This is an optimization exercise on Yosys and OpenROAD, whose aim is small area, a short achievable clock period and few clock cycles per item, not a production implementation.
At most, simulation tests tie the RTL to the original design; equivalence was not proved.
Only the layout flow was run in run 1; the RTL was not checked for function there.
Power is estimated from default activity; no workload was simulated.

## flow/design.v (module list and top-level ports; edited modules follow where they fit)
// module goertzel_power_detect: 1914 lines
// module goertzel_fa: 10 lines
// module goertzel_hold: 10 lines
// module goertzel_abs: 23 lines
// module goertzel_ha: 9 lines
module goertzel_power_detect #(
   parameter int OW       = 20,
   parameter int PW       = 2*OW+1,
   parameter int HOLD_ON  = 3,
   parameter int HOLD_OFF = 3
) (
   input  logic            i_clk,
   input  logic            i_rst,
   input  logic [2*OW-1:0] s_axis_tdata,
   input  logic            s_axis_tvalid,
   output logic            s_axis_tready,
   output logic [PW-1:0]   m_axis_tdata,
   output logic            m_axis_tuser,
   output logic            m_axis_tvalid,
   input  logic            m_axis_tready,
   input  logic [PW-1:0]   i_threshold,
   output logic            o_detect
);
  // ...
==> flow/flow/run.sh <==
#!/bin/bash
# Standard ORFS layout (the standard.sh, standard synthesis unchanged),
# with the port buffers made from the smallest buffer cell.
set -euo pipefail
bash standard.sh BUFFER_PORTS_ARGS="-buffer_cell sky130_fd_sc_hd__buf_1" finish > standard_flow.log 2>&1
==> flow/standard.sh <==
#!/bin/bash
# synth_recipe.tcl (not shown) runs the flow's synth.tcl, then flattens the netlist and writes it again
# the make line also repeats each setting of config.mk as NAME=value (left out here)
make -C /OpenROAD-flow-scripts/flow DESIGN_CONFIG=/design/flow/config.mk WORK_HOME=/design/flow/orfs CLKGATE_MAP_FILE= SYNTH_SCRIPT=/design/flow/synth_recipe.tcl "${@:-finish}"
==> flow/config.mk <==
export PLATFORM = sky130hd
export DESIGN_NAME = goertzel_power_detect
export DESIGN_NICKNAME = goertzel_power_detect
export VERILOG_FILES = /design/flow/design.v
export SDC_FILE = /design/flow/constraint.sdc
export NUM_CORES = 4
export LEC_CHECK = 0
export CAP_MARGIN = 20
export CORE_MARGIN = 2
export CORE_UTILIZATION = 40
export CTS_BUF_LIST = sky130_fd_sc_hd__clkbuf_8
export SETUP_SLACK_MARGIN = 3.5
export SLEW_MARGIN = 20
export SYNTH_HIERARCHICAL = 1
export SYNTH_MINIMUM_KEEP_SIZE = 0
==> flow/constraint.sdc <==
create_clock -name core_clock -period 8.0 [get_ports {i_clk}]
set_input_delay 1.6000 -clock core_clock [delete_from_list [all_inputs] [get_ports {i_clk}]]
set_output_delay 1.6000 -clock core_clock [all_outputs]
set_load 0.01 [all_outputs]
==> results_dict.tcl, run 1 <==
set metrics [dict create \
    outcome "timing/DRC/antenna clean" \
    fill_cells 4092 \
    busiest_layer "met2" \
    powerSeq_mw 1.98 \
    viasPerCell 5.28 \
    cap_violations 0 \
    dp_worst_setup_slack_ns 2.39 \
    cp_top_family "adder cells" \
    std_cell_rows 76 \
    cp.arrival_ns 4.66 \
    met1Wirelength_um 19300 \
    critical_path_cell_count 7 \
    start_util 0.406 \
    die_x_um 213 \
    nMultiInputCombCells 1208 \
    ys_top_cells_by_count "nand2_1, fa_1, inv_1, edfxtp_1, ha_1" \
    crit_fanout 20 \
    r2r_end "g_mid.r_mid[42]" \
    power_frac_seq 0.211 \
    die_h_um 213 \
    p_per_area_nw_per_um2 490 \
    cts_tree "yes" \
    switching_share 0.472 \
    holdPathEnd "g_mid.r_mid[75]" \
    totalWireLength_um 45300 \
    nonClkBufAreaFrac 0.0341 \
    path_buf_inv 0 \
    syn_inst 1640 \
    ant_nets 0 \
    area_dominant_class "multi-input combinational cells" \
    required_ns 8.25 \
    synth_cell_type_count 69 \
    die_area_sq_um 45600 \
    netlist_top_cells_area "fa_1, edfxtp_1, nand2_1" \
    numCtsBuffers 17 \
    grt_pass1_wl_um 71200 \
    root_buffer "clkbuf_8" \
    avgSynthCellArea_sq_um 10.7 \
    htreeDepth 4 \
]
==> run 2: changes to the inputs <==
--- a/flow/design.v
+++ b/flow/design.v
@@ -1874,17 +1874,146 @@
       end else begin : g_nmid
          assign w_v2    = w_v1;
          assign w_mid_q = w_mid_d;
       end
    endgenerate
    assign w_ra = {1'b0, 1'b0, w_mid_q[74], w_mid_q[72], w_mid_q[70], w_mid_q[68], w_mid_q[66], w_mid_q[64], w_mid_q[62], w_mid_q[60], w_mid_q[58], w_mid_q[56], w_mid_q[54], w_mid_q[52], w_mid_q[50], w_mid_q[48], w_mid_q[46], w_mid_q[44], w_mid_q[42], w_mid_q[40], w_mid_q[38], w_mid_q[36], w_mid_q[34], w_mid_q[32], w_mid_q[30], w_mid_q[28], w_mid_q[26], w_mid_q[24], w_mid_q[22], w_mid_q[20], w_mid_q[18], w_mid_q[16], w_mid_q[14], w_mid_q[12], w_mid_q[10], w_mid_q[8], w_mid_q[6], w_mid_q[4], w_mid_q[2], 1'b0, w_mid_q[0]} ^ 41'h1ffffffff8;
    assign w_rb = {1'b0, 1'b0, w_mid_q[75], w_mid_q[73], w_mid_q[71], w_mid_q[69], w_mid_q[67], w_mid_q[65], w_mid_q[63], w_mid_q[61], w_mid_q[59], w_mid_q[57], w_mid_q[55], w_mid_q[53], w_mid_q[51], w_mid_q[49], w_mid_q[47], w_mid_q[45], w_mid_q[43], w_mid_q[41], w_mid_q[39], w_mid_q[37], w_mid_q[35], w_mid_q[33], w_mid_q[31], w_mid_q[29], w_mid_q[27], w_mid_q[25], w_mid_q[23], w_mid_q[21], w_mid_q[19], w_mid_q[17], w_mid_q[15], w_mid_q[13], w_mid_q[11], w_mid_q[9], w_mid_q[7], w_mid_q[5], w_mid_q[3], 1'b0, w_mid_q[1]} ^ 41'h3ffffffff0;
    assign w_sum = w_ra + w_rb;
-   assign w_hit = (w_sum >= i_threshold);
+   logic w_t1050;
+   logic w_t1051;
+   logic w_t1052;
+   logic w_t1053;
+   logic w_t1054;
+   logic w_t1055;
+   logic w_t1056;
+   logic w_t1057;
+   logic w_t1058;
+   logic w_t1059;
+   logic w_t1060;
+   logic w_t1061;
+   logic w_t1062;
+   logic w_t1063;
+   logic w_t1064;
+   logic w_t1065;
+   logic w_t1066;
+   logic w_t1067;
+   logic w_t1068;
+   logic w_t1069;
+   logic w_t1070;
+   logic w_t1071;
+   logic w_t1072;
+   logic w_t1073;
+   logic w_t1074;
+   logic w_t1075;
+   logic w_t1076;
+   logic w_t1077;
+   logic w_t1078;
+   logic w_t1079;
+   logic w_t1080;
+   logic w_t1081;
+   logic w_t1082;
+   logic w_t1083;
+   logic w_t1084;
+   logic w_t1085;
+   logic w_t1086;
+   logic w_t1087;
+   logic w_t1088;
+   logic w_t1089;
+   logic w_t1090;
+   logic w_t1091;
+   logic w_t1092;
+   logic w_t1093;
+   logic w_t1094;
+   logic w_t1095;
+   logic w_t1096;
+   logic w_t1097;
+   logic w_t1098;
+   logic w_t1099;
+   logic w_t1100;
+   logic w_t1101;
+   logic w_t1102;
+   logic w_t1103;
+   logic w_t1104;
+   logic w_t1105;
+   logic w_t1106;
+   logic w_t1107;
+   logic w_t1108;
+   logic w_t1109;
+   logic w_t1110;
+   logic w_t1111;
+   logic w_t1112;
+   logic w_t1113;
+   logic w_t1114;
+   logic w_t1115;
+   logic w_t1116;
+   logic w_t1117;
+   logic w_t1118;
+   logic w_t1119;
+   logic w_t1120;
+   logic w_t1121;
+   logic w_t1122;
+   logic w_t1123;
+   logic w_t1124;
+   logic w_t1125;
+   logic w_t1126;
+   logic w_t1127;
+   logic w_t1128;
+   logic w_t1129;
+   logic w_t1130;
+   assign w_t1050 = ~i_threshold[0];
+   goertzel_fa u_fa1053 (.i_a(w_mid_q[0]), .i_b(w_mid_q[1]), .i_c(w_t1050), .o_s(w_t1051), .o_c(w_t1052));
+   assign w_t1053 = ~i_threshold[2];
+   goertzel_fa u_fa1056 (.i_a(w_mid_q[2]), .i_b(w_mid_q[3]), .i_c(w_t1053), .o_s(w_t1054), .o_c(w_t1055));
+   assign w_t1056 = ~w_mid_q[5];
+   goertzel_fa u_fa1059 (.i_a(w_mid_q[4]), .i_b(w_t1056), .i_c(i_threshold[3]), .o_s(w_t1057), .o_c(w_t1058));
+   goertzel_fa u_fa1061 (.i_a(w_mid_q[6]), .i_b(w_mid_q[7]), .i_c(i_threshold[4]), .o_s(w_t1059), .o_c(w_t1060));
+   goertzel_fa u_fa1063 (.i_a(w_mid_q[8]), .i_b(w_mid_q[9]), .i_c(i_threshold[5]), .o_s(w_t1061), .o_c(w_t1062));
+   goertzel_fa u_fa1065 (.i_a(w_mid_q[10]), .i_b(w_mid_q[11]), .i_c(i_threshold[6]), .o_s(w_t1063), .o_c(w_t1064));
+   goertzel_fa u_fa1067 (.i_a(w_mid_q[12]), .i_b(w_mid_q[13]), .i_c(i_threshold[7]), .o_s(w_t1065), .o_c(w_t1066));
+   goertzel_fa u_fa1069 (.i_a(w_mid_q[14]), .i_b(w_mid_q[15]), .i_c(i_threshold[8]), .o_s(w_t1067), .o_c(w_t1068));
+   goertzel_fa u_fa1071 (.i_a(w_mid_q[16]), .i_b(w_mid_q[17]), .i_c(i_threshold[9]), .o_s(w_t1069), .o_c(w_t1070));
+   goertzel_fa u_fa1073 (.i_a(w_mid_q[18]), .i_b(w_mid_q[19]), .i_c(i_threshold[10]), .o_s(w_t1071), .o_c(w_t1072));
+   goertzel_fa u_fa1075 (.i_a(w_mid_q[20]), .i_b(w_mid_q[21]), .i_c(i_threshold[11]), .o_s(w_t1073), .o_c(w_t1074));
+   goertzel_fa u_fa1077 (.i_a(w_mid_q[22]), .i_b(w_mid_q[23]), .i_c(i_threshold[12]), .o_s(w_t1075), .o_c(w_t1076));
+   goertzel_fa u_fa1079 (.i_a(w_mid_q[24]), .i_b(w_mid_q[25]), .i_c(i_threshold[13]), .o_s(w_t1077), .o_c(w_t1078));
+   goertzel_fa u_fa1081 (.i_a(w_mid_q[26]), .i_b(w_mid_q[27]), .i_c(i_threshold[14]), .o_s(w_t1079), .o_c(w_t1080));
+   goertzel_fa u_fa1083 (.i_a(w_mid_q[28]), .i_b(w_mid_q[29]), .i_c(i_threshold[15]), .o_s(w_t1081), .o_c(w_t1082));
+   goertzel_fa u_fa1085 (.i_a(w_mid_q[30]), .i_b(w_mid_q[31]), .i_c(i_threshold[16]), .o_s(w_t1083), .o_c(w_t1084));
+   goertzel_fa u_fa1087 (.i_a(w_mid_q[32]), .i_b(w_mid_q[33]), .i_c(i_threshold[17]), .o_s(w_t1085), .o_c(w_t1086));
+   goertzel_fa u_fa1089 (.i_a(w_mid_q[34]), .i_b(w_mid_q[35]), .i_c(i_threshold[18]), .o_s(w_t1087), .o_c(w_t1088));
+   goertzel_fa u_fa1091 (.i_a(w_mid_q[36]), .i_b(w_mid_q[37]), .i_c(i_threshold[19]), .o_s(w_t1089), .o_c(w_t1090));
+   goertzel_fa u_fa1093 (.i_a(w_mid_q[38]), .i_b(w_mid_q[39]), .i_c(i_threshold[20]), .o_s(w_t1091), .o_c(w_t1092));
+   goertzel_fa u_fa1095 (.i_a(w_mid_q[40]), .i_b(w_mid_q[41]), .i_c(i_threshold[21]), .o_s(w_t1093), .o_c(w_t1094));
+   goertzel_fa u_fa1097 (.i_a(w_mid_q[42]), .i_b(w_mid_q[43]), .i_c(i_threshold[22]), .o_s(w_t1095), .o_c(w_t1096));
+   goertzel_fa u_fa1099 (.i_a(w_mid_q[44]), .i_b(w_mid_q[45]), .i_c(i_threshold[23]), .o_s(w_t1097), .o_c(w_t1098));
+   goertzel_fa u_fa1101 (.i_a(w_mid_q[46]), .i_b(w_mid_q[47]), .i_c(i_threshold[24]), .o_s(w_t1099), .o_c(w_t1100));
+   goertzel_fa u_fa1103 (.i_a(w_mid_q[48]), .i_b(w_mid_q[49]), .i_c(i_threshold[25]), .o_s(w_t1101), .o_c(w_t1102));
+   goertzel_fa u_fa1105 (.i_a(w_mid_q[50]), .i_b(w_mid_q[51]), .i_c(i_threshold[26]), .o_s(w_t1103), .o_c(w_t1104));
+   goertzel_fa u_fa1107 (.i_a(w_mid_q[52]), .i_b(w_mid_q[53]), .i_c(i_threshold[27]), .o_s(w_t1105), .o_c(w_t1106));
+   goertzel_fa u_fa1109 (.i_a(w_mid_q[54]), .i_b(w_mid_q[55]), .i_c(i_threshold[28]), .o_s(w_t1107), .o_c(w_t1108));
+   goertzel_fa u_fa1111 (.i_a(w_mid_q[56]), .i_b(w_mid_q[57]), .i_c(i_threshold[29]), .o_s(w_t1109), .o_c(w_t1110));
+   goertzel_fa u_fa1113 (.i_a(w_mid_q[58]), .i_b(w_mid_q[59]), .i_c(i_threshold[30]), .o_s(w_t1111), .o_c(w_t1112));
+   goertzel_fa u_fa1115 (.i_a(w_mid_q[60]), .i_b(w_mid_q[61]), .i_c(i_threshold[31]), .o_s(w_t1113), .o_c(w_t1114));
+   goertzel_fa u_fa1117 (.i_a(w_mid_q[62]), .i_b(w_mid_q[63]), .i_c(i_threshold[32]), .o_s(w_t1115), .o_c(w_t1116));
+   goertzel_fa u_fa1119 (.i_a(w_mid_q[64]), .i_b(w_mid_q[65]), .i_c(i_threshold[33]), .o_s(w_t1117), .o_c(w_t1118));
+   goertzel_fa u_fa1121 (.i_a(w_mid_q[66]), .i_b(w_mid_q[67]), .i_c(i_threshold[34]), .o_s(w_t1119), .o_c(w_t1120));
+   goertzel_fa u_fa1123 (.i_a(w_mid_q[68]), .i_b(w_mid_q[69]), .i_c(i_threshold[35]), .o_s(w_t1121), .o_c(w_t1122));
+   goertzel_fa u_fa1125 (.i_a(w_mid_q[70]), .i_b(w_mid_q[71]), .i_c(i_threshold[36]), .o_s(w_t1123), .o_c(w_t1124));
+   assign w_t1125 = ~w_mid_q[72];
+   goertzel_fa u_fa1128 (.i_a(w_t1125), .i_b(w_mid_q[73]), .i_c(i_threshold[37]), .o_s(w_t1126), .o_c(w_t1127));
+   assign w_t1128 = ~i_threshold[38];
+   goertzel_fa u_fa1131 (.i_a(w_mid_q[74]), .i_b(w_mid_q[75]), .i_c(w_t1128), .o_s(w_t1129), .o_c(w_t1130));
+   logic [PW-1:0] w_sp, w_kp;
+   logic [PW:0]   w_cmp;
+   assign w_sp  = {i_threshold[40], i_threshold[39], w_t1129, w_t1126, w_t1123, w_t1121, w_t1119, w_t1117, w_t1115, w_t1113, w_t1111, w_t1109, w_t1107, w_t1105, w_t1103, w_t1101, w_t1099, w_t1097, w_t1095, w_t1093, w_t1091, w_t1089, w_t1087, w_t1085, w_t1083, w_t1081, w_t1079, w_t1077, w_t1075, w_t1073, w_t1071, w_t1069, w_t1067, w_t1065, w_t1063, w_t1061, w_t1059, w_t1057, w_t1054, i_threshold[1], w_t1051} ^ 41'h1bffffffffa;
+   assign w_kp  = {1'b0, 1'b0, w_t1130, w_t1127, w_t1124, w_t1122, w_t1120, w_t1118, w_t1116, w_t1114, w_t1112, w_t1110, w_t1108, w_t1106, w_t1104, w_t1102, w_t1100, w_t1098, w_t1096, w_t1094, w_t1092, w_t1090, w_t1088, w_t1086, w_t1084, w_t1082, w_t1080, w_t1078, w_t1076, w_t1074, w_t1072, w_t1070, w_t1068, w_t1066, w_t1064, w_t1062, w_t1060, w_t1058, w_t1055, 1'b0, w_t1052} ^ 41'h3ffffffff8;
+   assign w_cmp = {1'b0, w_sp} + {w_kp, 1'b1};
+   assign w_hit = w_cmp[PW];
    always_ff @(posedge i_clk) begin
       if (i_rst)     r_v3 <= 1'b0;
       else if (w_en) r_v3 <= w_v2;
       if (w_en) begin
          r_pwr <= w_sum;
          r_hit <= w_hit;
       end
    end
--- a/flow/config.mk
+++ b/flow/config.mk
@@ -4,12 +4,12 @@
 export VERILOG_FILES = /design/flow/design.v
 export SDC_FILE = /design/flow/constraint.sdc
 export NUM_CORES = 4
 export LEC_CHECK = 0
 export CAP_MARGIN = 20
 export CORE_MARGIN = 2
 export CORE_UTILIZATION = 40
 export CTS_BUF_LIST = sky130_fd_sc_hd__clkbuf_8
-export SETUP_SLACK_MARGIN = 3.5
+export SETUP_SLACK_MARGIN = 3.8
 export SLEW_MARGIN = 20
 export SYNTH_HIERARCHICAL = 1
 export SYNTH_MINIMUM_KEEP_SIZE = 0
==> results_dict.tcl, run 2 <==
set metrics [dict create \
    routedWlPerCell_um 19.8 \
    fin_crit_ns 4.08 \
    initialDrtViolationCount 833 \
    root_buffer "clkbuf_8" \
    ys_warn_count 9 \
    dp_worst_setup_slack_ns 3.43 \
    clk_pin_slew_ns 0.10 \
    use_met1 0.283 \
    start_util 0.406 \
    final_common_cell "nand2_1" \
    reg_top3 "g_mid.r_mid (76), r_pwr (40)" \
    htreeDepth 4 \
    drive_gt1_frac 0.0728 \
    portBuffers 128 \
    yosysTopAreaCell "fa_1" \
    die_x_um 219 \
    skew_ns 0.0233 \
    outcome "timing/DRC/antenna clean" \
    core_sq_um 45500 \
    required_ns 8.27 \
    grt_pass1_vias 13800 \
    synth_cell_type_count 67 \
    synth_edf_count 117 \
    grt_util_all_layers 0.210 \
    cp.arrival_ns 4.35 \
    syn_inst 1740 \
    fmax_mhz 245 \
    cap_violations 0 \
    hp-class "reg2reg" \
    criticalPathCategory "reg2reg" \
    stdcell_area_sq_um 19900 \
    endpoint_kind "register" \
    dpl-instance-area_sq_um 19500 \
    ys_top_cells_by_count "nand2_1, fa_1, inv_1, edfxtp_1, ha_1" \
    firstDrtPassIters 5 \
    numCtsBuffers 17 \
    place_hpwl_um 36600 \
    synthXorXnorAreaFrac 0.0346 \
    crit_fanout 17 \
    vias 12700 \
    netlist_top_cells_area "fa_1, edfxtp_1, nand2_1" \
    die_area_sq_um 47900 \
    ant_nets 0 \
    regMostFlops "g_mid.r_mid" \
    fin_cells 2427 \
    period_share 0.510 \
    layout.nets 2338 \
    fin_tns_setup_ns 0 \
    post-route-util 0.438 \
    yosys.cell_count.top_type "nand2_1" \
    leakage_nw 8.00 \
    pin_count 130 \
    clock_path_buffers 2 \
    viasPerCell 5.25 \
    tightest_slew_ns 0.987 \
    antenna_found_initial 1 \
    synthAdderAreaFrac 0.438 \
    synthMuxAreaShare 0.0282 \
    drcViolationCount 0 \
    largest_register_ffs 76 \
    peakVddDrop_mv 0.280 \
    grtUsageMet3 0.0484 \
    hold_buffers 0 \
    finalSetupViolations 0 \
    synth_compound_area_frac 0.0691 \
    whs_path_depth 0 \
    slew_headroom 0.342 \
    synth-simple-area-share 0.125 \
    layout_common_cells "nand2_1, fa_1, inv_1" \
    hold_viol 0 \
    slew_violations 0 \
    totalWireLength_um 48000 \
    rsz0062_at_grt "no" \
    overflow 0 \
    avgSynthCellArea_sq_um 10.6 \
    ys_ff_latch 163 \
    clock_sinks 163 \
    place_inst 2394 \
    p_per_area_nw_per_um2 453 \
    synth_top_family_by_area "adder cells" \
    routabilityCongestion 0.871 \
    synth_top_area_share 0.374 \
    grt_pass1_wl_um 76000 \
    grt_max_degree 77 \
    std_cell_rows 78 \
    clock_latency_ns 0.53 \
    r2r_slack_ns 3.92 \
    busiest_layer "met2" \
    startpoint_type "register" \
    synth_area_sq_um 18500 \
    die_h_um 219 \
    ff2ff_path_depth 10 \
    synthArstFlopShare 0 \
    use_met2 0.327 \
    area_growth_pct 7.75 \
    synth-main-ff-cell "edfxtp_1" \
    yosysSeqAreaShare 0.240 \
    layout_setup_ws_ns 3.92 \
    cts_tree "yes" \
    syn_nets 2265 \
]
-- run 2: changes by cell type after synthesis, moves of 4 or more --
cell      before  now
inv_1        175  215
nand2_1      358  351
fa_1         307  345
a21o_1        39   28
clkbuf_1      79   83
a21oi_1       47   52
o21ai_0       32   37
nor2_1        29   51
-- run 2: path summary, 6_finish.rpt --
check,endpoint,startpoint
max,g_mid.r_mid[34],g_in.r_im[12]
min,g_mid.r_mid[74],g_in.r_im[19]
max reg2reg,g_mid.r_mid[34],g_in.r_im[12]
min reg2reg,g_mid.r_mid[74],g_in.r_im[19]
-- run 2: timing repair --
item	in CTS	in global routing
pin swaps	0	0
buffers inserted	0	0
endpoints found under the setup margin	26	10
gates resized for setup	20	6
-- run 2: power by group --
part | leakage (nW) | switching, mW | internal (mW) | total, mW
logic | 6.20 | 3.56 | 2.77 | 6.33
clock network | 0.194 | 0.359 | 0.254 | 0.613
registers | 1.60 | 0.322 | 1.75 | 2.07
total | 8.00 | 4.24 | 4.77 | 9.01
-- run 2: cell families after synthesis --
kind of cell    Yosys count
xor+xnor                 73
mux                      47
other cells               1
buf+inv                 312
simple gates            514
fa+ha+maj               440
flops                   163
compound gates          190
-- run 2: worst max-delay path, stage by stage, from the launching register on --
cell	delay (ns)
dfxtp_1	0.42
buf_4	0.32
nand2_1	0.14
fa_1	0.53
fa_1	0.43
fa_1	0.55
inv_1	0.05
fa_1	0.40
inv_1	0.11
fa_1	0.43
fa_1	0.44
-- run 2: metrics by stage --
stage	hold slack, ns	power [mW]
2_1_floorplan	0.404	6.42
3_3_place_gp	0.417	8.12
3_5_place_dp	0.437	8.38
4_1_cts	0.460	9.03
5_1_grt	0.479	10.0
6_report	0.447	9.01
-- run 2: layer usage --
layer  share of wire  wire (um)  vias to the layer above
met5               0          0                        -
met4           0.033       1580                        0
met3           0.078       3750                      103
met2            0.45      21800                      490
met1            0.43      20900                     6411
li1                -          -                     5731
-- run 2: layout make-up --
cell class,instances,area (sq um)
Tap cell,600,751
Antenna cell,1,2.50
Sequential cell,163,4470
Fill cell,4394,25600
Clock buffer,17,234
Inverter,215,807
Multi-Input combinational cell,1265,12800
Clock inverter,15,146
Timing Repair Buffer,151,653
-- run 2: per-module statistics from Yosys, one instance, submodules excluded, excerpt --
module	flip-flops and latches	cells	cell area, sq um
goertzel_power_detect	163	1216	9990
goertzel_fa	0	1	20.0
goertzel_ha	0	1	12.5
Testbench counts of run 2, summed over its fixed seeds: cycles 2,072, items 2,048.
==> run 3: changes to the inputs <==
--- a/flow/config.mk
+++ b/flow/config.mk
@@ -11,3 +11,3 @@
 export CTS_BUF_LIST = sky130_fd_sc_hd__clkbuf_8
-export SETUP_SLACK_MARGIN = 3.8
+export SETUP_SLACK_MARGIN = 3.95
 export SLEW_MARGIN = 20
==> results_dict.tcl, run 3 <==
set metrics [dict create \
    outcome "timing/DRC/antenna clean" \
    yosys.cell_count.top_type "nand2_1" \
    grt_pass1_wl_um 74900 \
    synth_edf_count 117 \
    pin_count 130 \
    clock_path_buffers 2 \
    synth_cell_type_count 67 \
    synth_top_area_share 0.374 \
    syn_inst 1740 \
    fill_cells 4346 \
    routedWlPerCell_um 19.7 \
    area_growth_pct 8.19 \
    stdcell_area_sq_um 20000 \
    peakVddDrop_mv 0.216 \
    drive_gt1_frac 0.0736 \
    period_share 0.499 \
    numCtsBuffers 17 \
    layout_common_cells "nand2_1, fa_1, inv_1" \
    avgSynthCellArea_sq_um 10.6 \
    syn_nets 2265 \
    regMostFlops "g_mid.r_mid" \
    grt_util_all_layers 0.208 \
    crit_fanout 24 \
    fmax_mhz 250 \
    clock_latency_ns 0.54 \
    yosysTopAreaCell "fa_1" \
    hold_viol 0 \
    design_power_total_mw 9.05 \
    die_h_um 219 \
    routabilityCongestion 0.885 \
    firstDrtPassIters 5 \
    skew_ns 0.0243 \
    dpl-instance-area_sq_um 19400 \
    endpoint_kind "output port" \
    hp-class "reg2reg" \
    finalSetupViolations 0 \
    synth_area_sq_um 18500 \
    cap_violations 0 \
    ys_warn_count 9 \
    post-route-util 0.440 \
    initialDrtViolationCount 893 \
    synth-main-ff-cell "edfxtp_1" \
    slew_violations 0 \
    hold_buffers 0 \
    criticalPathCategory "in2out" \
    grt_max_degree 58 \
    p_per_area_nw_per_um2 453 \
    overflow 0 \
    antenna_found_initial 1 \
    ys_top_cells_by_count "nand2_1, fa_1, inv_1, edfxtp_1, ha_1" \
    ys_ff_latch 163 \
    netlist_top_cells_area "fa_1, edfxtp_1, nand2_1" \
    yosysSeqAreaShare 0.240 \
    drcViolationCount 0 \
    slew_headroom 0.493 \
    tightest_slew_ns 0.761 \
    cts_tree "yes" \
    fin_crit_ns 3.99 \
    largest_register_ffs 76 \
    die_x_um 219 \
    cp.arrival_ns 2.39 \
    core_sq_um 45500 \
    rsz0062_at_grt "no" \
    viasPerCell 5.21 \
    fin_tns_setup_ns 0 \
    ant_nets 0 \
    leakage_nw 8.00 \
    grt_pass1_vias 13600 \
    die_area_sq_um 47900 \
    synthArstFlopShare 0 \
    reg_top3 "g_mid.r_mid (76), r_pwr (40)" \
    layout.nets 2332 \
    cts_setup_buffers 0 \
    final_common_cell "nand2_1" \
    start_util 0.406 \
    place_hpwl_um 36400 \
    root_buffer "clkbuf_8" \
    totalWireLength_um 47700 \
    vias 12600 \
    clk_pin_slew_ns 0.09 \
    required_ns 6.40 \
    portBuffers 128 \
    std_cell_rows 78 \
    clock_sinks 163 \
    htreeDepth 4 \
    startpoint_type "primary input" \
]
-- run 3: worst max-delay path, stage by stage --
cell and delay (ns):
buf_1 0.12, nand2b_4 0.45, buf_1 0.20
-- run 3: Yosys stat by module, one instance, submodules excluded, a selection --
module                 cells  flops+latches  copies in the design
goertzel_fa                1              0                   344
goertzel_ha                1              0                     8
goertzel_power_detect   1216            163                     1
-- run 3: metrics by stage --
step,worst slack (ns),hold slack [ns],std cells
2_1_floorplan,3.85,0.404,1740
3_3_place_gp,3.41,0.419,2388
3_5_place_dp,3.39,0.415,2388
4_1_cts,3.94,0.438,2420
5_1_grt,3.95,0.465,2421
6_report,4.01,0.436,2421
-- run 3: timing repair --
| action | in CTS | in global routing |
|---|---|---|
| pin swaps | 0 | 0 |
| resized for setup | 33 | 31 |
| endpoints found under the setup margin | 29 | 21 |
-- run 3: kinds of logic after synthesis --
group | synth area share
adders and majority gates | 0.438
AOI/OAI and AO/OA | 0.0691
DFF | 0.240
other | 0.000203
xor gates and xnor gates | 0.0346
buffers and inverters | 0.0653
and+or+nand+nor | 0.125
muxes | 0.0282
-- run 3: final timing paths --
kind	startpoint	endpoint	slack [ns]	cells after the start
setup / recovery	m_axis_tready	s_axis_tready	4.01	3
hold / removal	g_in.r_re[19]	g_mid.r_mid[75]	0.44	0
setup reg to reg	g_in.r_re[2]	g_mid.r_mid[40]	4.06	10
hold reg to reg	g_in.r_re[19]	g_mid.r_mid[75]	0.44	0
-- run 3: report_power, final --
group,switching [mW],internal [mW],leakage [nW]
clock,0.362,0.287,0.205
sequential,0.354,1.75,1.61
combinational,3.53,2.76,6.18
total,4.25,4.80,8.00
-- run 3: per-layer routing --
metal / track usage / up-vias / share of wire
li1: - / 5722 / -
met1: 0.286 / 6359 / 0.45
met2: 0.322 / 456 / 0.46
met3: 0.0471 / 71 / 0.074
met4: 0.0770 / 0 / 0.022
met5: 0 / - / 0
-- run 3: cell type report --
cell class / count / area (sq um) / share of cell area
antenna: 1 / 2.50 / 0.000125
clock buffer: 17 / 234 / 0.0117
clock inverter: 15 / 171 / 0.00857
inverter: 215 / 807 / 0.0404
multi-input combinational: 1265 / 12900 / 0.643
sequential: 163 / 4540 / 0.227
tap: 600 / 751 / 0.0375
timing repair buffer: 145 / 638 / 0.0319
==> run 4: changes to the inputs <==
--- a/flow/config.mk
+++ b/flow/config.mk
@@ -11,3 +11,3 @@
 export CTS_BUF_LIST = sky130_fd_sc_hd__clkbuf_8
-export SETUP_SLACK_MARGIN = 3.95
+export SETUP_SLACK_MARGIN = 4.3
 export SLEW_MARGIN = 20
==> results_dict.tcl, run 4 <==
set metrics [dict create \
    outcome "timing/DRC/antenna clean" \
    netlist_top_cells_area "fa_1, edfxtp_1, nand2_1" \
    syn_inst 1740 \
    switching_share 0.461 \
    power_frac_seq 0.218 \
    cts_tree "yes" \
    routedWlPerCell_um 20.8 \
    antenna_cells 0 \
    internal_power_mw 5.07 \
    htreeDepth 4 \
    clockPowerShare 0.069 \
    hp-class "reg2reg" \
    die_h_um 219 \
    slew_violations 0 \
    synth_top_area_share 0.374 \
    fin_tns_setup_ns 0 \
    clock_latency_ns 0.53 \
    largest_register_ffs 76 \
    ys_warn_count 9 \
    totalWireLength_um 52400 \
    power.share.combinational 0.713 \
    antenna_found_initial 0 \
    dp_worst_setup_slack_ns 3.36 \
    hold_viol 0 \
    layout_common_cells "nand2_1, fa_1, inv_1" \
    synth_cell_type_count 67 \
    layout_setup_ws_ns 4.19 \
    clk_pin_slew_ns 0.10 \
    slew_headroom 0.404 \
    leakage_nw 8.69 \
    core_sq_um 45500 \
    cap_violations 0 \
    dpl-instance-area_sq_um 19500 \
    vias 13300 \
    synth-main-ff-cell "edfxtp_1" \
    place_hpwl_um 36400 \
    whs_ns 0.455 \
    fin_crit_ns 3.81 \
    grt_max_degree 68 \
    drive_gt1_frac 0.169 \
    grt_util_all_layers 0.227 \
    portBuffers 128 \
    fmax_mhz 262 \
    viasPerCell 5.27 \
    p_per_area_nw_per_um2 438 \
    drcViolationCount 0 \
    endpoint_kind "register" \
    reg_top3 "g_mid.r_mid (76), r_pwr (40)" \
    period_share 0.477 \
    skew_ns 0.0179 \
    overflow 0 \
    clock_sinks 163 \
    clock_path_buffers 2 \
    avgSynthCellArea_sq_um 10.6 \
    synth_area_sq_um 18500 \
    cp.arrival_ns 4.09 \
    start_util 0.406 \
    ys_top_cells_by_count "nand2_1, fa_1, inv_1, edfxtp_1, ha_1" \
    hold_buffers 0 \
    yosys.cell_count.top_type "nand2_1" \
    ant_nets 0 \
    die_x_um 219 \
    criticalPathCategory "reg2reg" \
    grt_pass1_vias 14400 \
    pin_count 130 \
    layout.nets 2436 \
    firstDrtPassIters 7 \
    syn_nets 2265 \
    yosysTopAreaCell "fa_1" \
    rsz0062_at_grt "yes" \
    grt_pass1_wl_um 80800 \
    initialDrtViolationCount 987 \
    synthArstFlopShare 0 \
    synth_edf_count 117 \
    stdcell_area_sq_um 21400 \
    required_ns 8.28 \
    die_area_sq_um 47900 \
    root_buffer "clkbuf_8" \
    peakVddDrop_mv 0.259 \
    finalSetupViolations 0 \
    startpoint_type "register" \
    std_cell_rows 78 \
    final_common_cell "nand2_1" \
    regMostFlops "g_mid.r_mid" \
    switchingPower_mw 4.33 \
    area_growth_pct 16.0 \
    numCtsBuffers 17 \
    tightest_slew_ns 0.894 \
    ys_ff_latch 163 \
    routabilityCongestion 0.897 \
    yosysSeqAreaShare 0.240 \
    crit_fanout 7 \
    design_power_total_mw 9.40 \
]
run 4: worst paths after layout:
kind              cells after the start         endpoint  slack (ns)           from
hold / removal                        0  g_mid.r_mid[74]        0.45  g_in.r_im[19]
hold reg to reg                       0  g_mid.r_mid[74]        0.45  g_in.r_im[19]
setup reg to reg                     10  g_mid.r_mid[32]        4.19   g_in.r_re[8]
setup / recovery                     10  g_mid.r_mid[32]        4.19   g_in.r_re[8]
run 4: power groups by stage:
stage / sequential [mW] / clock, mW / combinational (mW)
after CTS: 2.06 / 0.674 / 6.51
after global routing: 2.10 / 0.698 / 7.60
after global placement: 2.13 / 0 / 5.97
after floorplan: 2.00 / 0 / 4.54
after detailed placement: 2.14 / 0 / 6.26
final: 2.05 / 0.650 / 6.70
run 4: Yosys stat by module, one instance, submodules excluded, a selection:
module | flip-flops and latches | cells inside
goertzel_fa | 0 | 1
goertzel_ha | 0 | 1
goertzel_power_detect | 163 | 1216
run 4: per-layer routing:
metal  vias to the layer above  wire, um  track usage  part of all wire
met5                         -         0            0                 0
met4                         0      1780       0.0899             0.034
met3                        99      4210       0.0493             0.080
met2                       545     24100        0.360              0.46
met1                      6715     22300        0.303              0.43
li1                       5934         -            -                 -
run 4: cell type report:
type / count / area (sq um)
sequential: 163 / 4550
clock buffer: 17 / 234
clock inverter: 14 / 164
fill: 4263 / 24000
inverter: 215 / 807
timing repair buffer: 247 / 1800
tap: 600 / 751
multi-input combinational: 1267 / 13100
run 4: critical path: stages, from the launching register on:
cell	delay, ns
dfxtp_4	0.37
buf_12	0.13
nand2_1	0.08
fa_1	0.48
fa_2	0.55
inv_1	0.06
fa_1	0.52
inv_1	0.07
fa_2	0.35
fa_2	0.54
fa_1	0.40
run 4: through the flow:
stage / instances / utilization
6_report: 2523 / 0.471
5_1_grt: 2523 / 0.471
4_1_cts: 2500 / 0.462
3_5_place_dp: 2386 / 0.429
3_3_place_gp: 2386 / 0.429
2_1_floorplan: 1740 / -
run 4: kinds of logic (layout without fill, tap and decap cells):
family | count (synthesis) | count (layout) | share of synthesized area
flops | 163 | 163 | 0.240
simple gates | 514 | 516 | 0.125
buf+inv | 312 | 493 | 0.0653
other cells | 1 | 1 | 0.000203
compound gates | 190 | 190 | 0.0691
xor+xnor | 73 | 73 | 0.0346
mux | 47 | 47 | 0.0282
fa+ha+maj | 440 | 440 | 0.438
run 4: what timing repair did:
item,4_1_cts,5_1_grt
gates resized for setup,97,72
cloned,5,1
endpoints found under the setup margin,44,28
setup buffers,78,22
pin swaps,10,44
hold endpoints to repair,0,0
==> run 5: changes to the inputs <==
--- a/flow/config.mk
+++ b/flow/config.mk
@@ -11,3 +11,3 @@
 export CTS_BUF_LIST = sky130_fd_sc_hd__clkbuf_8
-export SETUP_SLACK_MARGIN = 4.3
+export SETUP_SLACK_MARGIN = 4.5
 export SLEW_MARGIN = 20
==> results_dict.tcl, run 5 <==
set metrics [dict create \
    outcome "timing/DRC/antenna clean" \
    required_ns 8.28 \
    p_per_area_nw_per_um2 444 \
    dpl-instance-area_sq_um 19700 \
    ys_warn_count 9 \
    synth_top_area_share 0.374 \
    avgSynthCellArea_sq_um 10.6 \
    grt_util_all_layers 0.234 \
    clock_path_buffers 2 \
    slew_headroom 0.594 \
    rsz0062_at_grt "yes" \
    synth_edf_count 117 \
    ff2ff_path_depth 9 \
    layout_setup_ws_ns 4.21 \
    totalWireLength_um 54900 \
    root_buffer "clkbuf_8" \
    hold_start "g_in.r_re[19]" \
    grt_pass1_vias 14300 \
    syn_inst 1740 \
    initialDrtViolationCount 996 \
    layout_common_cells "nand2_1, fa_1, inv_1" \
    die_area_sq_um 47900 \
    overflow 0 \
    whs_path_depth 0 \
    leakage_nw 8.93 \
    reg_top3 "g_mid.r_mid (76), r_pwr (40)" \
    clk_pin_slew_ns 0.11 \
    clock_latency_ns 0.53 \
    hold_viol 0 \
    skew_ns 0.0155 \
    slew_violations 0 \
    cp.arrival_ns 4.07 \
    fmax_mhz 264 \
    r2r_slack_ns 4.21 \
    yosysTopAreaCell "fa_1" \
    yosysSeqAreaShare 0.240 \
    tightest_slew_ns 0.600 \
    cts_tree "yes" \
    portBuffers 128 \
    syn_nets 2265 \
    ys_top_cells_by_count "nand2_1, fa_1, inv_1, edfxtp_1, ha_1" \
    yosys.cell_count.top_type "nand2_1" \
    drive_gt1_frac 0.243 \
    period_share 0.474 \
    synth_cell_type_count 67 \
    htreeDepth 4 \
    grt_max_degree 54 \
    final_common_cell "nand2_1" \
    cap_violations 0 \
    grt_pass1_wl_um 82700 \
    start_util 0.406 \
    routabilityCongestion 0.888 \
    fin_tns_setup_ns 0 \
    synthArstFlopShare 0 \
    place_hpwl_um 36200 \
    area_growth_pct 19.7 \
    ys_ff_latch 163 \
    layout.nets 2482 \
    criticalPathCategory "reg2reg" \
    viasPerCell 5.27 \
    dp_worst_setup_slack_ns 3.68 \
    r2r_end "g_mid.r_mid[42]" \
    stdcell_area_sq_um 22100 \
    largest_register_ffs 76 \
    routedWlPerCell_um 21.4 \
    synth_area_sq_um 18500 \
    regMostFlops "g_mid.r_mid" \
    endpoint_kind "register" \
    numCtsBuffers 17 \
    peakVddDrop_mv 0.281 \
    drcViolationCount 0 \
    vias 13500 \
    pin_count 130 \
    hp-class "reg2reg" \
    r2r_start "g_in.r_re[8]" \
    core_sq_um 45500 \
    firstDrtPassIters 5 \
    clock_sinks 163 \
    finalSetupViolations 0 \
    std_cell_rows 78 \
    antenna_cells 0 \
    die_h_um 219 \
    antenna_found_initial 0 \
    post-route-util 0.487 \
    die_x_um 219 \
    holdPathEnd "g_mid.r_mid[75]" \
    fin_crit_ns 3.79 \
    crit_fanout 6 \
    synth-main-ff-cell "edfxtp_1" \
    hold_buffers 0 \
    startpoint_type "register" \
    ant_nets 0 \
    netlist_top_cells_area "fa_1, edfxtp_1, nand2_1" \
]
run 5: what timing repair did:
item | in CTS | in global routing
endpoints found under the setup margin | 86 | 51
pin swaps | 32 | 44
buffers inserted | 116 | 38
hold endpoints to repair | 0 | 0
gates resized for setup | 121 | 111
gates cloned | 2 | 1
run 5: cell families (layout without fill, tap and decap cells):
kind of cell | Yosys count | in the layout | share of synthesized area
AND/OR/NAND/NOR | 514 | 515 | 0.125
adder cells (fa/ha/maj) | 440 | 440 | 0.438
buffers and inverters | 312 | 541 | 0.0653
AO/OA/AOI/OAI | 190 | 190 | 0.0691
flip-flops | 163 | 163 | 0.240
XOR/XNOR | 73 | 73 | 0.0346
multiplexers | 47 | 47 | 0.0282
other | 1 | 1 | 0.000203
run 5: where the power goes:
| part | leakage, nW | internal [mW] | total [mW] | switching (mW) |
|---|---|---|---|---|
| combinational | 7.11 | 3.28 | 7.15 | 3.87 |
| clock | 0.207 | 0.265 | 0.632 | 0.367 |
| sequential | 1.62 | 1.76 | 2.04 | 0.285 |
| total | 8.93 | 5.30 | 9.82 | 4.52 |
run 5: layer usage:
metal / vias up / part of all wire / track usage
met5: - / 0 / 0
met4: 0 / 0.033 / 0.0800
met3: 102 / 0.088 / 0.0606
met2: 622 / 0.46 / 0.374
met1: 6791 / 0.42 / 0.311
li1: 6030 / - / -
run 5: per-module statistics from Yosys (local to each module, per instance), a selection:
module                 copies in the design  cell area, sq um  flops+latches
goertzel_fa                             344              20.0              0
goertzel_ha                               8              12.5              0
goertzel_power_detect                     1              9990            163
run 5: worst max-delay path, cell delays in order, from the launching register on:
cell and delay [ns]:
dfxtp_4 0.42, buf_6 0.14, buf_6 0.11, nand2_4 0.05
fa_2 0.53, fa_2 0.45, fa_2 0.49, fa_2 0.36
fa_2 0.56, fa_2 0.43
run 5: cell type report:
type	count	area, sq um
Inverter	215	807
Sequential cell	163	4570
Fill cell	4156	23400
Timing Repair Buffer	294	2210
Clock inverter	14	140
Multi-Input combinational cell	1266	13400
Tap cell	600	751
Clock buffer	18	248
run 5: worst max-delay path by stage:
stage                            to           start  depth (start not counted)  slack, ns
CTS                   s_axis_tready   m_axis_tready                          3       4.27
global placement              r_hit  i_threshold[0]                         11       3.73
finish              g_mid.r_mid[42]    g_in.r_re[8]                          9       4.21
global route        g_mid.r_mid[32]   g_in.r_im[13]                         10       4.16
detailed placement  g_mid.r_mid[36]   g_in.r_re[10]                          7       3.68
floorplan             s_axis_tready   m_axis_tready                          1       3.85
run 5: per-stage QoR:
stage                     hold slack [ns]  instances  power, mW
final                               0.436       2570       9.82
after global routing                0.462       2570       10.9
after CTS                           0.439       2531       9.57
after detailed placement            0.415       2381       8.65
after global placement              0.419       2381       8.39
after floorplan                     0.404       1740       6.70
==> run 6: changes to the inputs <==
--- a/flow/config.mk
+++ b/flow/config.mk
@@ -11,3 +11,3 @@
 export CTS_BUF_LIST = sky130_fd_sc_hd__clkbuf_8
-export SETUP_SLACK_MARGIN = 4.5
+export SETUP_SLACK_MARGIN = 4.1
 export SLEW_MARGIN = 20
==> results_dict.tcl, run 6 <==
set metrics [dict create \
    outcome "timing/DRC/antenna clean" \
    ys_ff_latch 163 \
    drcViolationCount 0 \
    dr_wl_met2_um 22900 \
    layout_common_cells "nand2_1, fa_1, inv_1" \
    period_share 0.479 \
    std_cell_rows 78 \
    leakage_nw 8.26 \
    final_common_cell "nand2_1" \
    firstDrtPassIters 5 \
    synth-main-ff-cell "edfxtp_1" \
    synth_area_sq_um 18500 \
    routabilityCongestion 0.875 \
    layout.nets 2374 \
    top_layer "met4" \
    totalWireLength_um 49700 \
    routedWlPerCell_um 20.2 \
    ys_top_cells_by_count "nand2_1, fa_1, inv_1, edfxtp_1, ha_1" \
    synth_top_area_share 0.374 \
    avgSynthCellArea_sq_um 10.6 \
    fmax_mhz 261 \
    syn_inst 1740 \
    place_hpwl_um 36300 \
    die_area_sq_um 47900 \
    synth_edf_count 117 \
    clock_latency_ns 0.53 \
    yosys.cell_count.top_type "nand2_1" \
    regMostFlops "g_mid.r_mid" \
    rsz0062_at_grt "no" \
    die_x_um 219 \
    pin_count 130 \
    cp.arrival_ns 4.12 \
    initialDrtViolationCount 808 \
    yosysTopAreaCell "fa_1" \
    ant_nets 0 \
    fin_tns_setup_ns 0 \
    route.met3.wl_um 3940 \
    antenna_found_initial 1 \
    skew_ns 0.0174 \
    start_util 0.406 \
    grt_util_all_layers 0.210 \
    p_per_area_nw_per_um2 445 \
    grt_pass1_vias 13700 \
    crit_fanout 19 \
    root_buffer "clkbuf_8" \
    overflow 0 \
    slew_headroom 0.383 \
    synthArstFlopShare 0 \
    hp-class "reg2reg" \
    fin_crit_ns 3.83 \
    drive_gt1_frac 0.100 \
    die_h_um 219 \
    criticalPathCategory "reg2reg" \
    synth_cell_type_count 67 \
    htreeDepth 4 \
    finalSetupViolations 0 \
    yosysSeqAreaShare 0.240 \
    clk_pin_slew_ns 0.11 \
    tightest_slew_ns 0.926 \
    grt_pass1_wl_um 75600 \
    grt_max_degree 73 \
    netlist_top_cells_area "fa_1, edfxtp_1, nand2_1" \
    vias 12800 \
    syn_nets 2265 \
    cts_tree "yes" \
    endpoint_kind "register" \
    ys_warn_count 9 \
    reg_top3 "g_mid.r_mid (76), r_pwr (40)" \
    portBuffers 128 \
    area_growth_pct 10.9 \
    startpoint_type "register" \
    place_inst 2393 \
    clock_sinks 163 \
    required_ns 8.29 \
    hold_viol 0 \
    cap_violations 0 \
    largest_register_ffs 76 \
    numCtsBuffers 17 \
    viasPerCell 5.22 \
    met1Wirelength_um 21400 \
    core_sq_um 45500 \
    slew_violations 0 \
    clock_path_buffers 2 \
    fin_cells 2463 \
    peakVddDrop_mv 0.236 \
]
run 6: changes by cell type in the layout (fill, tap and decap cells not counted), moves of 13 or more:
cell,delta
fa_1,+119
buf_6,-27
nand2_1,+37
fa_2,-119
nand2_2,-23
buf_4,-78
inv_2,-13
nand2_4,-14
run 6: Yosys stat by module, one instance, submodules excluded, a selection:
module	copies in the design	cell area (sq um)
goertzel_power_detect	1	9990
goertzel_ha	8	12.5
goertzel_fa	344	20.0
run 6: cell families (layout without fill, tap and decap cells):
logic type | count (synthesis) | in the layout | share of synthesized area
AOI/OAI and AO/OA | 190 | 190 | 0.0691
xor gates and xnor gates | 73 | 73 | 0.0346
adders and majority gates | 440 | 440 | 0.438
buffers and inverters | 312 | 432 | 0.0653
DFF | 163 | 163 | 0.240
muxes | 47 | 47 | 0.0282
other | 1 | 2 | 0.000203
and+or+nand+nor | 514 | 516 | 0.125
run 6: power by group:
| group | internal, mW | total [mW] | switching [mW] |
|---|---|---|---|
| clock | 0.228 | 0.599 | 0.371 |
| sequential | 1.75 | 2.05 | 0.294 |
| combinational | 2.84 | 6.47 | 3.63 |
| total | 4.82 | 9.12 | 4.30 |
run 6: area by class of cell:
cell class / count / area (sq um)
antenna: 1 / 2.50
clock buffer: 17 / 234
clock inverter: 15 / 134
fill: 4316 / 25000
inverter: 215 / 807
multi-input combinational: 1267 / 12900
sequential: 163 / 4530
tap: 600 / 751
timing repair buffer: 185 / 1160
run 6: stage by stage:
stage | utilization | setup slack (ns) | hold slack, ns | cell area (sq um) | power [mW]
floorplan | - | 3.85 | 0.404 | 18600 | 6.43
global placement | 0.428 | 3.52 | 0.436 | 19500 | 8.16
detailed placement | 0.428 | 3.50 | 0.443 | 19500 | 8.40
CTS | 0.440 | 4.08 | 0.462 | 20000 | 9.03
global route | 0.451 | 4.09 | 0.483 | 20500 | 10.2
finish | 0.451 | 4.17 | 0.459 | 20500 | 9.12
run 6: worst paths after layout:
path	start	endpoint	slack, ns	cells past startpoint
worst max register to register	g_in.r_re[3]	g_mid.r_mid[40]	4.17	10
worst min-delay path	g_mid.r_v2	r_v3	0.46	2
worst min register to register	g_mid.r_v2	r_v3	0.46	2
worst max-delay path	g_in.r_re[3]	g_mid.r_mid[40]	4.17	10
run 6: timing repair:
action / 4_1_cts / 5_1_grt
hold buffers: 0 / 0
cloned: 2 / 1
setup endpoints to repair: 35 / 25
pin swaps: 0 / 2
buffers inserted: 2 / 32
resized for setup: 50 / 56
run 6: layer usage:
metal / up-vias / GRT usage
li1: 5812 / -
met1: 6422 / 0.284
met2: 518 / 0.337
met3: 94 / 0.0453
met4: 0 / 0.0734
met5: - / 0
run 6: critical path, stage by stage (launching register included):
cell,delay (ns)
dfxtp_1,0.39
buf_8,0.20
nand2_1,0.09
fa_1,0.50
inv_1,0.06
fa_1,0.50
inv_1,0.05
fa_1,0.46
fa_1,0.40
fa_1,0.51
fa_1,0.41

static timing again, ports no longer ideal:
Ports are ideal in the flow. The routed layouts listed here were re-timed in OpenROAD.
Step 1, drivers: a clkbuf_16 drives i_clk and a buf_2 each remaining input, both assumed.
Step 2, shift: input delay + t, output delay - t, t = (earliest + latest rising clock arrival at the registers) / 2. This alone moves slack from input paths to output paths.
Three values: no drivers, after step 1, after step 2; two values: the first two.
| run | shift t [ns] | setup slack, ns | worst setup path after step 2 | clock arrival spread, ns | pins driven straight from the clock port |
|---|---|---|---|---|---|
| run 1 | 0.562 | 3.594 / 3.594 / 3.594 | register to register | 0.024 / 0.024 | 1 |
| run 2 | 0.572 | 3.923 / 3.923 / 3.453 | input to register | 0.025 / 0.025 | 1 |
| run 3 | 0.577 | 4.008 / 3.984 / 3.578 | input to register | 0.024 / 0.025 | 1 |
| run 4 | 0.571 | 4.188 / 4.188 / 3.809 | input to register | 0.021 / 0.021 | 1 |
| run 5 | 0.575 | 4.210 / 4.210 / 3.881 | input to register | 0.018 / 0.019 | 1 |
| run 6 | 0.577 | 4.168 / 4.168 / 3.647 | input to register | 0.017 / 0.017 | 1 |
After both steps every run listed still meets setup and hold. The setup slack of run 6, which loses most, moves by 0.000 ns with the drivers and by -0.521 ns with both steps.
